This is an optimization exercise on Yosys and OpenROAD, whose aim is small area, not a production implementation. No functional check of the RTL was part of this run. Power and IR drop assume default switching activity.

`config.mk`:
```
export PLATFORM = sky130hd
export DESIGN_NAME = pcie_host_interface
export DESIGN_NICKNAME = pcie_host_interface
export VERILOG_FILES = /design/flow/design.v
export SDC_FILE = /design/flow/constraint.sdc
export NUM_CORES = 4
export LEC_CHECK = 0
export CAP_MARGIN = 20
export CORE_MARGIN = 2
export CORE_UTILIZATION = 40
export SLEW_MARGIN = 20
```
`constraint.sdc`:
```
create_clock -name core_clock -period 8.0 [get_ports {clk}]
set_input_delay 1.6000 -clock core_clock [delete_from_list [all_inputs] [get_ports {clk}]]
set_output_delay 1.6000 -clock core_clock [all_outputs]
set_load 0.01 [all_outputs]
```
`design.v`:
```
`default_nettype none
package ppfifo_pkg;
  localparam int FIFO_DATA_W = 32;
  localparam int FIFO_SIZE_W = 24;
  localparam int EGR_ACT_W = 2;
endpackage
`default_nettype wire
`default_nettype none
package host_pkg;
  localparam int XFER_W = 32;
  localparam int BUF_DEPTH = 16;
  localparam int BUF_PTR_W = 4;
  localparam int BUF_CNT_W = 5;
endpackage
`default_nettype wire
`timescale 1ns/10ps
`default_nettype none
import ppfifo_pkg::*;
import host_pkg::*;
module ingress_reader (
  input  wire                     clk,
  input  wire                     rst,
  input  wire                     i_en,
  input  wire [XFER_W-1:0]        i_xfer_size,
  input  wire                     i_rdy,
  input  wire [FIFO_SIZE_W-1:0]   i_size,
  input  wire [FIFO_DATA_W-1:0]   i_data,
  input  wire                     i_buf_full,
  output logic                    o_act,
  output logic                    o_stb,
  output logic                    o_buf_push,
  output logic [FIFO_DATA_W-1:0]  o_buf_data,
  output logic                    o_fin
);
  logic                   r_act;
  logic [FIFO_SIZE_W-1:0] r_count;
  logic [FIFO_SIZE_W-1:0] r_size;
  logic [XFER_W-1:0]      r_total;
  logic                   w_half_left;
  logic                   w_xfer_left;
  logic                   w_last;
  assign w_half_left = r_count < r_size;
  assign w_xfer_left = r_total < i_xfer_size;
  assign o_stb = i_en & r_act & w_half_left & w_xfer_left & ~i_buf_full;
  assign w_last = o_stb &
                  ((r_count + 1'b1 == r_size) | (r_total + 1'b1 == i_xfer_size));
  always_ff @(posedge clk) begin
    if (rst) begin
      r_act   <= 1'b0;
      r_count <= '0;
      r_total <= '0;
    end else if (!i_en) begin
      r_act   <= 1'b0;
      r_count <= '0;
      r_total <= '0;
    end else if (!r_act) begin
      if (i_rdy && w_xfer_left) begin
        r_act   <= 1'b1;
        r_count <= '0;
      end
    end else begin
      if (o_stb) begin
        r_count <= r_count + 1'b1;
        r_total <= r_total + 1'b1;
      end
      if (w_last || !(w_half_left && w_xfer_left)) begin
        r_act <= 1'b0;
      end
    end
  end
  always_ff @(posedge clk) begin
    if (!r_act && i_rdy) begin
      r_size <= i_size;
    end
  end
  assign o_act      = r_act;
  assign o_buf_push = o_stb;
  assign o_buf_data = i_data;
  assign o_fin      = r_total == i_xfer_size;
endmodule
`default_nettype wire
`timescale 1ns/10ps
`default_nettype none
import ppfifo_pkg::*;
import host_pkg::*;
module word_buffer (
  input  wire                     clk,
  input  wire                     rst,
  input  wire                     i_push,
  input  wire [FIFO_DATA_W-1:0]   i_data,
  input  wire                     i_pop,
  output logic [FIFO_DATA_W-1:0]  o_data,
  output logic                    o_full,
  output logic                    o_empty
);
  logic [FIFO_DATA_W-1:0] mem [BUF_DEPTH];
  logic [BUF_PTR_W-1:0]   r_wr_ptr;
  logic [BUF_PTR_W-1:0]   r_rd_ptr;
  logic [BUF_CNT_W-1:0]   r_count;
  always_ff @(posedge clk) begin
    if (i_push) begin
      mem[r_wr_ptr] <= i_data;
    end
  end
  always_ff @(posedge clk) begin
    if (rst) begin
      r_wr_ptr <= '0;
      r_rd_ptr <= '0;
      r_count  <= '0;
    end else begin
      if (i_push) begin
        r_wr_ptr <= r_wr_ptr + 1'b1;
      end
      if (i_pop) begin
        r_rd_ptr <= r_rd_ptr + 1'b1;
      end
      case ({i_push, i_pop})
        2'b10:   r_count <= r_count + 1'b1;
        2'b01:   r_count <= r_count - 1'b1;
        default: r_count <= r_count;
      endcase
    end
  end
  assign o_data  = mem[r_rd_ptr];
  assign o_full  = r_count == BUF_CNT_W'(BUF_DEPTH);
  assign o_empty = r_count == '0;
endmodule
`default_nettype wire
`timescale 1ns/10ps
`default_nettype none
import ppfifo_pkg::*;
import host_pkg::*;
module egress_writer (
  input  wire                     clk,
  input  wire                     rst,
  input  wire                     i_en,
  input  wire [XFER_W-1:0]        i_xfer_size,
  input  wire [EGR_ACT_W-1:0]     i_rdy,
  input  wire [FIFO_SIZE_W-1:0]   i_size,
  input  wire [FIFO_DATA_W-1:0]   i_buf_data,
  input  wire                     i_buf_empty,
  output logic [EGR_ACT_W-1:0]    o_act,
  output logic                    o_stb,
  output logic [FIFO_DATA_W-1:0]  o_data,
  output logic                    o_buf_pop,
  output logic                    o_fin
);
  logic [EGR_ACT_W-1:0]   r_act;
  logic [EGR_ACT_W-1:0]   w_pick;
  logic [FIFO_SIZE_W-1:0] r_count;
  logic [FIFO_SIZE_W-1:0] r_size;
  logic [XFER_W-1:0]      r_total;
  logic                   w_half_left;
  logic                   w_xfer_left;
  logic                   w_last;
  assign w_pick = i_rdy & (~i_rdy + 1'b1);
  assign w_half_left = r_count < r_size;
  assign w_xfer_left = r_total < i_xfer_size;
  assign o_stb  = i_en & (|r_act) & w_half_left & w_xfer_left & ~i_buf_empty;
  assign w_last = o_stb &
                  ((r_count + 1'b1 == r_size) | (r_total + 1'b1 == i_xfer_size));
  always_ff @(posedge clk) begin
    if (rst) begin
      r_act   <= '0;
      r_count <= '0;
      r_total <= '0;
    end else if (!i_en) begin
      r_act   <= '0;
      r_count <= '0;
      r_total <= '0;
    end else if (r_act == '0) begin
      if ((|i_rdy) && w_xfer_left) begin
        r_act   <= w_pick;
        r_count <= '0;
      end
    end else begin
      if (o_stb) begin
        r_count <= r_count + 1'b1;
        r_total <= r_total + 1'b1;
      end
      if (w_last || !(w_half_left && w_xfer_left)) begin
        r_act <= '0;
      end
    end
  end
  always_ff @(posedge clk) begin
    if (r_act == '0 && (|i_rdy)) begin
      r_size <= i_size;
    end
  end
  assign o_act     = r_act;
  assign o_data    = i_buf_data;
  assign o_buf_pop = o_stb;
  assign o_fin     = (r_total == i_xfer_size) & ~(|r_act);
endmodule
`default_nettype wire
`timescale 1ns/10ps
`default_nettype none
import ppfifo_pkg::*;
import host_pkg::*;
module channel_router (
  input  wire                     clk,
  input  wire                     rst,
  input  wire                     i_mem_sel,
  input  wire                     i_dma_sel,
  input  wire                     i_write_flg,
  input  wire                     i_read_flg,
  input  wire [XFER_W-1:0]        i_xfer_size,
  input  wire                     i_pcie_ingress_fifo_rdy,
  input  wire [FIFO_SIZE_W-1:0]   i_pcie_ingress_fifo_size,
  input  wire [FIFO_DATA_W-1:0]   i_pcie_ingress_fifo_data,
  input  wire                     i_pcie_ingress_fifo_idle,
  input  wire [EGR_ACT_W-1:0]     i_pcie_egress_fifo_rdy,
  input  wire [FIFO_SIZE_W-1:0]   i_pcie_egress_fifo_size,
  input  wire                     i_mem_ing_act,
  input  wire                     i_mem_ing_stb,
  input  wire                     i_mem_wr_fin,
  input  wire [EGR_ACT_W-1:0]     i_mem_egr_act,
  input  wire                     i_mem_egr_stb,
  input  wire [FIFO_DATA_W-1:0]   i_mem_egr_data,
  input  wire                     i_mem_rd_fin,
  input  wire                     i_idma_activate,
  input  wire                     i_idma_stb,
  input  wire [EGR_ACT_W-1:0]     i_odma_activate,
  input  wire                     i_odma_stb,
  input  wire [FIFO_DATA_W-1:0]   i_odma_data,
  output logic                    o_mem_wr_en,
  output logic                    o_mem_rd_en,
  output logic                    o_pcie_ingress_fifo_act,
  output logic                    o_pcie_ingress_fifo_stb,
  output logic [EGR_ACT_W-1:0]    o_pcie_egress_fifo_act,
  output logic                    o_pcie_egress_fifo_stb,
  output logic [FIFO_DATA_W-1:0]  o_pcie_egress_fifo_data,
  output logic                    o_pcie_write_fin,
  output logic                    o_pcie_read_fin,
  output logic                    o_idma_ready,
  output logic [FIFO_SIZE_W-1:0]  o_idma_size,
  output logic [FIFO_DATA_W-1:0]  o_idma_data,
  output logic [EGR_ACT_W-1:0]    o_odma_ready,
  output logic [FIFO_SIZE_W-1:0]  o_odma_size
);
  logic              w_dma_wr;
  logic              w_dma_rd;
  logic [XFER_W-1:0] r_dma_count;
  logic              r_dma_read_fin;
  assign o_mem_wr_en = i_mem_sel & i_write_flg;
  assign o_mem_rd_en = i_mem_sel & i_read_flg;
  assign w_dma_wr    = ~i_mem_sel & i_dma_sel & i_write_flg;
  assign w_dma_rd    = ~i_mem_sel & i_dma_sel & i_read_flg;
  assign o_idma_ready = w_dma_wr ? i_pcie_ingress_fifo_rdy  : 1'b0;
  assign o_idma_size  = w_dma_wr ? i_pcie_ingress_fifo_size : '0;
  assign o_idma_data  = w_dma_wr ? i_pcie_ingress_fifo_data : '0;
  assign o_pcie_ingress_fifo_act = o_mem_wr_en ? i_mem_ing_act   :
                                   w_dma_wr    ? i_idma_activate : 1'b0;
  assign o_pcie_ingress_fifo_stb = o_mem_wr_en ? i_mem_ing_stb   :
                                   w_dma_wr    ? i_idma_stb      : 1'b0;
  assign o_odma_ready = w_dma_rd ? i_pcie_egress_fifo_rdy  : '0;
  assign o_odma_size  = w_dma_rd ? i_pcie_egress_fifo_size : '0;
  assign o_pcie_egress_fifo_act  = o_mem_rd_en ? i_mem_egr_act   :
                                   w_dma_rd    ? i_odma_activate : '0;
  assign o_pcie_egress_fifo_stb  = o_mem_rd_en ? i_mem_egr_stb   :
                                   w_dma_rd    ? i_odma_stb      : 1'b0;
  assign o_pcie_egress_fifo_data = o_mem_rd_en ? i_mem_egr_data  :
                                   w_dma_rd    ? i_odma_data     : '0;
  assign o_pcie_write_fin = o_mem_wr_en ? i_mem_wr_fin             :
                            w_dma_wr    ? i_pcie_ingress_fifo_idle : 1'b0;
  assign o_pcie_read_fin  = o_mem_rd_en ? i_mem_rd_fin   :
                            w_dma_rd    ? r_dma_read_fin : 1'b0;
  always_ff @(posedge clk) begin
    if (rst) begin
      r_dma_count    <= '0;
      r_dma_read_fin <= 1'b0;
    end else if (!w_dma_rd) begin
      r_dma_count    <= '0;
      r_dma_read_fin <= 1'b0;
    end else if (r_dma_count < i_xfer_size) begin
      if (i_odma_stb) begin
        r_dma_count <= r_dma_count + 1'b1;
      end
    end else begin
      r_dma_read_fin <= 1'b1;
    end
  end
endmodule
`default_nettype wire
`timescale 1ns/10ps
`default_nettype none
import ppfifo_pkg::*;
import host_pkg::*;
module pcie_host_interface (
  input  wire                     clk,
  input  wire                     rst,
  input  wire                     i_pcie_mem_fifo_sel,
  input  wire                     i_pcie_dma_fifo_sel,
  input  wire                     i_pcie_data_write_flg,
  input  wire                     i_pcie_data_read_flg,
  input  wire [XFER_W-1:0]        i_pcie_data_size,
  output logic                    o_pcie_write_fin,
  output logic                    o_pcie_read_fin,
  input  wire                     i_pcie_ingress_fifo_rdy,
  output logic                    o_pcie_ingress_fifo_act,
  input  wire [FIFO_SIZE_W-1:0]   i_pcie_ingress_fifo_size,
  output logic                    o_pcie_ingress_fifo_stb,
  input  wire [FIFO_DATA_W-1:0]   i_pcie_ingress_fifo_data,
  input  wire                     i_pcie_ingress_fifo_idle,
  input  wire [EGR_ACT_W-1:0]     i_pcie_egress_fifo_rdy,
  output logic [EGR_ACT_W-1:0]    o_pcie_egress_fifo_act,
  input  wire [FIFO_SIZE_W-1:0]   i_pcie_egress_fifo_size,
  output logic                    o_pcie_egress_fifo_stb,
  output logic [FIFO_DATA_W-1:0]  o_pcie_egress_fifo_data,
  input  wire                     i_idma_activate,
  output logic                    o_idma_ready,
  input  wire                     i_idma_stb,
  output logic [FIFO_SIZE_W-1:0]  o_idma_size,
  output logic [FIFO_DATA_W-1:0]  o_idma_data,
  output logic [EGR_ACT_W-1:0]    o_odma_ready,
  input  wire [EGR_ACT_W-1:0]     i_odma_activate,
  input  wire                     i_odma_stb,
  output logic [FIFO_SIZE_W-1:0]  o_odma_size,
  input  wire [FIFO_DATA_W-1:0]   i_odma_data
);
  logic                   w_mem_wr_en;
  logic                   w_mem_rd_en;
  logic                   w_ing_act;
  logic                   w_ing_stb;
  logic                   w_wr_fin;
  logic [EGR_ACT_W-1:0]   w_egr_act;
  logic                   w_egr_stb;
  logic [FIFO_DATA_W-1:0] w_egr_data;
  logic                   w_rd_fin;
  logic                   w_push;
  logic [FIFO_DATA_W-1:0] w_push_data;
  logic                   w_pop;
  logic [FIFO_DATA_W-1:0] w_head;
  logic                   w_full;
  logic                   w_empty;
  channel_router router (
    .clk                      (clk),
    .rst                      (rst),
    .i_mem_sel                (i_pcie_mem_fifo_sel),
    .i_dma_sel                (i_pcie_dma_fifo_sel),
    .i_write_flg              (i_pcie_data_write_flg),
    .i_read_flg               (i_pcie_data_read_flg),
    .i_xfer_size              (i_pcie_data_size),
    .i_pcie_ingress_fifo_rdy  (i_pcie_ingress_fifo_rdy),
    .i_pcie_ingress_fifo_size (i_pcie_ingress_fifo_size),
    .i_pcie_ingress_fifo_data (i_pcie_ingress_fifo_data),
    .i_pcie_ingress_fifo_idle (i_pcie_ingress_fifo_idle),
    .i_pcie_egress_fifo_rdy   (i_pcie_egress_fifo_rdy),
    .i_pcie_egress_fifo_size  (i_pcie_egress_fifo_size),
    .i_mem_ing_act            (w_ing_act),
    .i_mem_ing_stb            (w_ing_stb),
    .i_mem_wr_fin             (w_wr_fin),
    .i_mem_egr_act            (w_egr_act),
    .i_mem_egr_stb            (w_egr_stb),
    .i_mem_egr_data           (w_egr_data),
    .i_mem_rd_fin             (w_rd_fin),
    .i_idma_activate          (i_idma_activate),
    .i_idma_stb               (i_idma_stb),
    .i_odma_activate          (i_odma_activate),
    .i_odma_stb               (i_odma_stb),
    .i_odma_data              (i_odma_data),
    .o_mem_wr_en              (w_mem_wr_en),
    .o_mem_rd_en              (w_mem_rd_en),
    .o_pcie_ingress_fifo_act  (o_pcie_ingress_fifo_act),
    .o_pcie_ingress_fifo_stb  (o_pcie_ingress_fifo_stb),
    .o_pcie_egress_fifo_act   (o_pcie_egress_fifo_act),
    .o_pcie_egress_fifo_stb   (o_pcie_egress_fifo_stb),
    .o_pcie_egress_fifo_data  (o_pcie_egress_fifo_data),
    .o_pcie_write_fin         (o_pcie_write_fin),
    .o_pcie_read_fin          (o_pcie_read_fin),
    .o_idma_ready             (o_idma_ready),
    .o_idma_size              (o_idma_size),
    .o_idma_data              (o_idma_data),
    .o_odma_ready             (o_odma_ready),
    .o_odma_size              (o_odma_size)
  );
  ingress_reader reader (
    .clk         (clk),
    .rst         (rst),
    .i_en        (w_mem_wr_en),
    .i_xfer_size (i_pcie_data_size),
    .i_rdy       (i_pcie_ingress_fifo_rdy),
    .i_size      (i_pcie_ingress_fifo_size),
    .i_data      (i_pcie_ingress_fifo_data),
    .i_buf_full  (w_full),
    .o_act       (w_ing_act),
    .o_stb       (w_ing_stb),
    .o_buf_push  (w_push),
    .o_buf_data  (w_push_data),
    .o_fin       (w_wr_fin)
  );
  word_buffer buffer (
    .clk     (clk),
    .rst     (rst),
    .i_push  (w_push),
    .i_data  (w_push_data),
    .i_pop   (w_pop),
    .o_data  (w_head),
    .o_full  (w_full),
    .o_empty (w_empty)
  );
  egress_writer writer (
    .clk         (clk),
    .rst         (rst),
    .i_en        (w_mem_rd_en),
    .i_xfer_size (i_pcie_data_size),
    .i_rdy       (i_pcie_egress_fifo_rdy),
    .i_size      (i_pcie_egress_fifo_size),
    .i_buf_data  (w_head),
    .i_buf_empty (w_empty),
    .o_act       (w_egr_act),
    .o_stb       (w_egr_stb),
    .o_data      (w_egr_data),
    .o_buf_pop   (w_pop),
    .o_fin       (w_rd_fin)
  );
endmodule
`default_nettype wire
```
`run.sh`:
```
#!/bin/bash
# synth_recipe.tcl (not shown) runs the flow's synth.tcl, then flattens the netlist and writes it again
# the make line also repeats each setting of config.mk as NAME=value (left out here)
make -C /OpenROAD-flow-scripts/flow DESIGN_CONFIG=/design/flow/config.mk WORK_HOME=/design/flow/orfs CLKGATE_MAP_FILE= SYNTH_SCRIPT=/design/flow/synth_recipe.tcl finish
```
==> run notes <==
## through the flow
step	instance area [um2]	hold slack, ps	std cells	util, %
final	43000	494	4307	47.9
after global routing	43000	516	4307	47.9
after CTS	43000	494	4307	47.9
after detailed placement	40400	478	4160	45.0
after global placement	40400	459	4160	45.0
after floorplan	36200	459	2822	-
## power groups by stage
stage	Clock (uW)	Combinational, uW	Sequential [uW]
after detailed placement	0	427	4170
after global routing	3820	465	4090
after global placement	0	417	4170
after CTS	3670	430	4090
final	3610	425	4090
after floorplan	0	184	4160
## layer usage
| metal | wire [um] | up-vias | part of all wire (%) |
|---|---|---|---|
| li1 | - | 11453 | - |
| met1 | 43900 | 12693 | 43 |
| met2 | 50500 | 844 | 49 |
| met3 | 5960 | 145 | 5.8 |
| met4 | 2420 | 0 | 2.4 |
| met5 | 0 | - | 0 |
## worst reg2reg max path: stages (launching register included)
cell,delay [ps]
edfxtp_1,410
inv_1,100
ha_1,310
nand4_1,180
nor3_1,340
o21ai_1,160
a21oi_1,510
a2111oi_2,110
buf_4,270
and2_1,240
buf_4,220
inv_2,110
buf_4,300
ha_1,450
xor2_1,190
ha_1,210
o21ai_0,80
a21oi_1,180
a21oi_1,100
xor2_1,150
or3_1,310
a21oi_1,140
## synth_stat cells (5+ instances only)
library cell,count
nand2_1,136
o41ai_1,5
o311ai_0,6
nor3_1,46
nand3_1,118
nand2b_1,17
nor2b_1,11
and4_1,20
nand4_1,84
a31oi_1,32
and3_1,116
nor3b_1,8
o31ai_1,33
o21ai_0,57
edfxtp_1,560
clkbuf_1,126
buf_1,18
o21ai_1,14
a311oi_1,5
a21o_1,21
nor2_1,160
and2_1,18
xor2_1,82
o22ai_1,6
a211oi_1,13
buf_2,18
or3_1,39
mux4_2,160
a32o_1,34
o211ai_1,20
nor4_1,44
ha_1,157
inv_1,105
dfxtp_1,165
o21a_1,10
nor4b_1,7
a21oi_1,102
or4_1,23
mux2i_1,13
xnor2_1,143
o2111ai_1,6
## sequential cells by signal, indices dropped and copies added (netlist names), named ones only
register and cells:
buffer.mem 512, buffer.r_count 5, buffer.r_rd_ptr 4, buffer.r_wr_ptr 4, reader.r_act 1, reader.r_count 24, reader.r_size 24, reader.r_total 32
router.r_dma_count 32, router.r_dma_read_fin 1, writer.r_act 2, writer.r_count 24, writer.r_size 24, writer.r_total 32
## logic make-up (layout without fill, tap and decap cells)
| family | count (synthesis) | count (layout) |
|---|---|---|
| AND/OR/NAND/NOR | 868 | 868 |
| flip-flops | 725 | 725 |
| XOR/XNOR | 225 | 225 |
| multiplexers | 173 | 173 |
| AO/OA/AOI/OAI | 403 | 403 |
| adder cells (fa/ha/maj) | 157 | 157 |
| buffers and inverters | 271 | 580 |
## final cells by class
cell class	count	area (um2)	area share, %
Clock buffer	102	2150	4.99
Multi-Input combinational cell	1826	15200	35.3
Inverter	107	402	0.933
Timing Repair Buffer	326	3220	7.48
Tap cell	1176	1470	3.42
Clock inverter	45	459	1.07
Sequential cell	725	20100	46.8
## final timing paths
kind	startpoint	endpoint	slack, ps
worst max-delay path	i_pcie_data_size[6]	o_pcie_ingress_fifo_stb	1310
worst min-delay path	buffer.r_rd_ptr[3]	buffer.r_rd_ptr[3]	490
worst max register to register	reader.r_size[23]	buffer.r_count[4]	2820
worst min register to register	buffer.r_rd_ptr[3]	buffer.r_rd_ptr[3]	490
==> impl_metrics.csv <==
group,metric,value,unit
outcome,outcome,"timing/DRC/antenna clean",
timing,worst_slew_pin_slew,1100,ps
synthesis,synth_edf_count,560,
clock_tree,cts_resized,0,
detailed_routing,first_pass_iters,7,
detailed_routing,dr_total_vias,25135,
synthesis,yosysSeqAreaShare,55.6,%
detailed_routing,routed_wirelength,103000,um
clock_tree,cts_max_level,3,
min_path,hold_path_class,"flop to flop",
critical_path,endpoint_kind,"primary output",
floorplanning,rows,110,
layout,layout-drive-gt1-share,12.1,%
pwr,cellInternalPower,6290,uW
pwr,ir_worst_vdd,0.000195,V
synthesis,ys_types,76,
floorplanning,die-area,0.0930,mm2
synthesis,synth-simple-area-share,12.9,%
timing,rsz0062_at_grt,"false",
floorplanning,io_pins,281,
critical_path,crit_slowest_cell,"clkdlybuf4s50_1",
pwr,seqPwrFrac,50.4,%
critical_path,crit_chain,"clkdlybuf4s50_1 > inv_1 > ha_1 > a21o_1 > a221o_1 > a21oi_1 > o211ai_1 > a211oi_4 > and2_1 > buf_4 > inv_2 > nand2_1 > clkdlybuf4s50_1",
pwr,p_leak,0.0144,uW
global_route,grt_use_met1,29.3,%
timing,fin_crit_sh,83.6,%
global_route,grtUsageTotal,21.7,%
synthesis,async_flop_share,0,%
timing,slew_violations,0,
synthesis,synthXorXnorAreaFrac,5.44,%
global_route,met2_usage,36.7,%
clock_tree,clock-sinks,725,
detailed_routing,drt.antenna.violating_nets,0,
pwr,p_sw_share,22.6,%
min_path,whs_path_depth,2,
global_route,grt_max_degree,86,
layout,fin_nets,3382,
synthesis,avgSynthCellArea,12.8,um2
synthesis,synth_adder_area_share,5.42,%
global_route,grt_pass1_wl,155000,um
global_route,grt_pass1_vias,24857,
clock_tree,cts_tree,"yes",
clock_tree,cts_root_buf,"clkbuf_16",
clock_tree,path_clk_slew,60,ps
global_route,grtUsageMet3,3.30,%
timing,clock.fmax,149,MHz
floorplanning,die_x,305,um
synthesis,synthCells,2822,
synthesis,synth_ff_type,"edfxtp_1",
timing,finalSetupViolCount,0,
critical_path,crit_type,"input port to primary output",
critical_path,critPathBufInv,5,
pwr,p_sw,1830,uW
clock_tree,clk_latency,670,ps
layout,most-common-layout-cells,"edfxtp_1, clkdlybuf4s50_1, dfxtp_1",
critical_path,worstPathRequired,6400,ps
placed_design,dp_slack,1340,ps
placed_design,place_hpwl,69000,um
critical_path,arrival,5090,ps
timing,layout_setup_ws,1310,ps
detailed_routing,vias_per_cell,5.84,
layout,nFillCells,7821,
synthesis,ys_warn_count,4,
pwr,power_density,189,mW/mm2
detailed_routing,drc_errors,0,
detailed_routing,drt-initial-drc-count,2099,
clock_tree,cts_hold_buf,0,
synthesis,synth_seq_cells,725,
timing,tns,0,ps
synthesis,synth_area_leaders,"edfxtp_1, mux4_2, dfxtp_1, ha_1, xnor2_1",
layout,synthToLayoutAreaGrowth,18.8,%
timing,skew,73.6,ps
synthesis,syn_nets,3138,
placed_design,io_buffers,280,
critical_path,cp_max_fo,18,
detailed_routing,post_drt_wl_per_cell,23.8,um
layout,final_common_cell,"edfxtp_1",
synthesis,synth_top_family_by_area,"simple AND/OR/NAND/NOR gates",
critical_path,path_delay_family,"buffers and inverters",
critical_path,worst_path_most_repeated_cell,"clkdlybuf4s50_1",
layout,num_antenna_cells,0,
pwr,pwr-share-clk,44.4,%
run,cap_violations,0,
timing,layout_min_cycle_time,6690,ps
global_route,busiest_layer,"met2",
synthesis,mappedNetlistArea,0.0362,mm2
timing,relSlewSlack,26.8,%
critical_path,worst-r2r-cell-count,21,
critical_path,slowest_delay,560,ps
pwr,power,8120,uW
clock_tree,clockBufferDepth,3,
synthesis,synth_compound_area_share,7.52,%
timing,hold_viol_final,0,
global_route,grt_overflow,0,
synthesis,muxShareOfSynthArea,10.3,%
clock_tree,cts_buffers,80,
pwr,p_comb_share,5.2,%
clock_tree,postCtsSetupBuffers,0,
placed_design,place_congestion,0.894,
floorplanning,core-area,0.0899,mm2
critical_path,start_kind,"input port",
floorplanning,start_util,40.3,%
critical_path,worst-path-stages,13,
floorplanning,die_h,305,um
global_route,antenna_found_initial,2,
synthesis,synth_top_area_share,46.4,%
synthesis,yosys.area.top_type,"edfxtp_1",

[static timing again, ports no longer ideal]
The flow's constraints put no driver on any port. The routed layout listed below was extracted and timed again, unchanged, in two steps. Step 1, drivers: a clkbuf_16 drives clk and a buf_2 each remaining input, both assumed. Step 2 also shifts input and output timing later by t, the mid clock arrival at the registers, as if the neighbouring blocks saw the same clock. Three values: ideal ports, drivers, drivers and shift; two values: the first two.
t (ns): 0.696
setup slack, ns: 1.309 / 1.276 / 1.276
pins driven straight from the clock port: 1
After both steps this run still meets setup and hold. For this run, drivers alone change the setup slack by -0.033 ns; drivers and shift together by -0.033 ns.
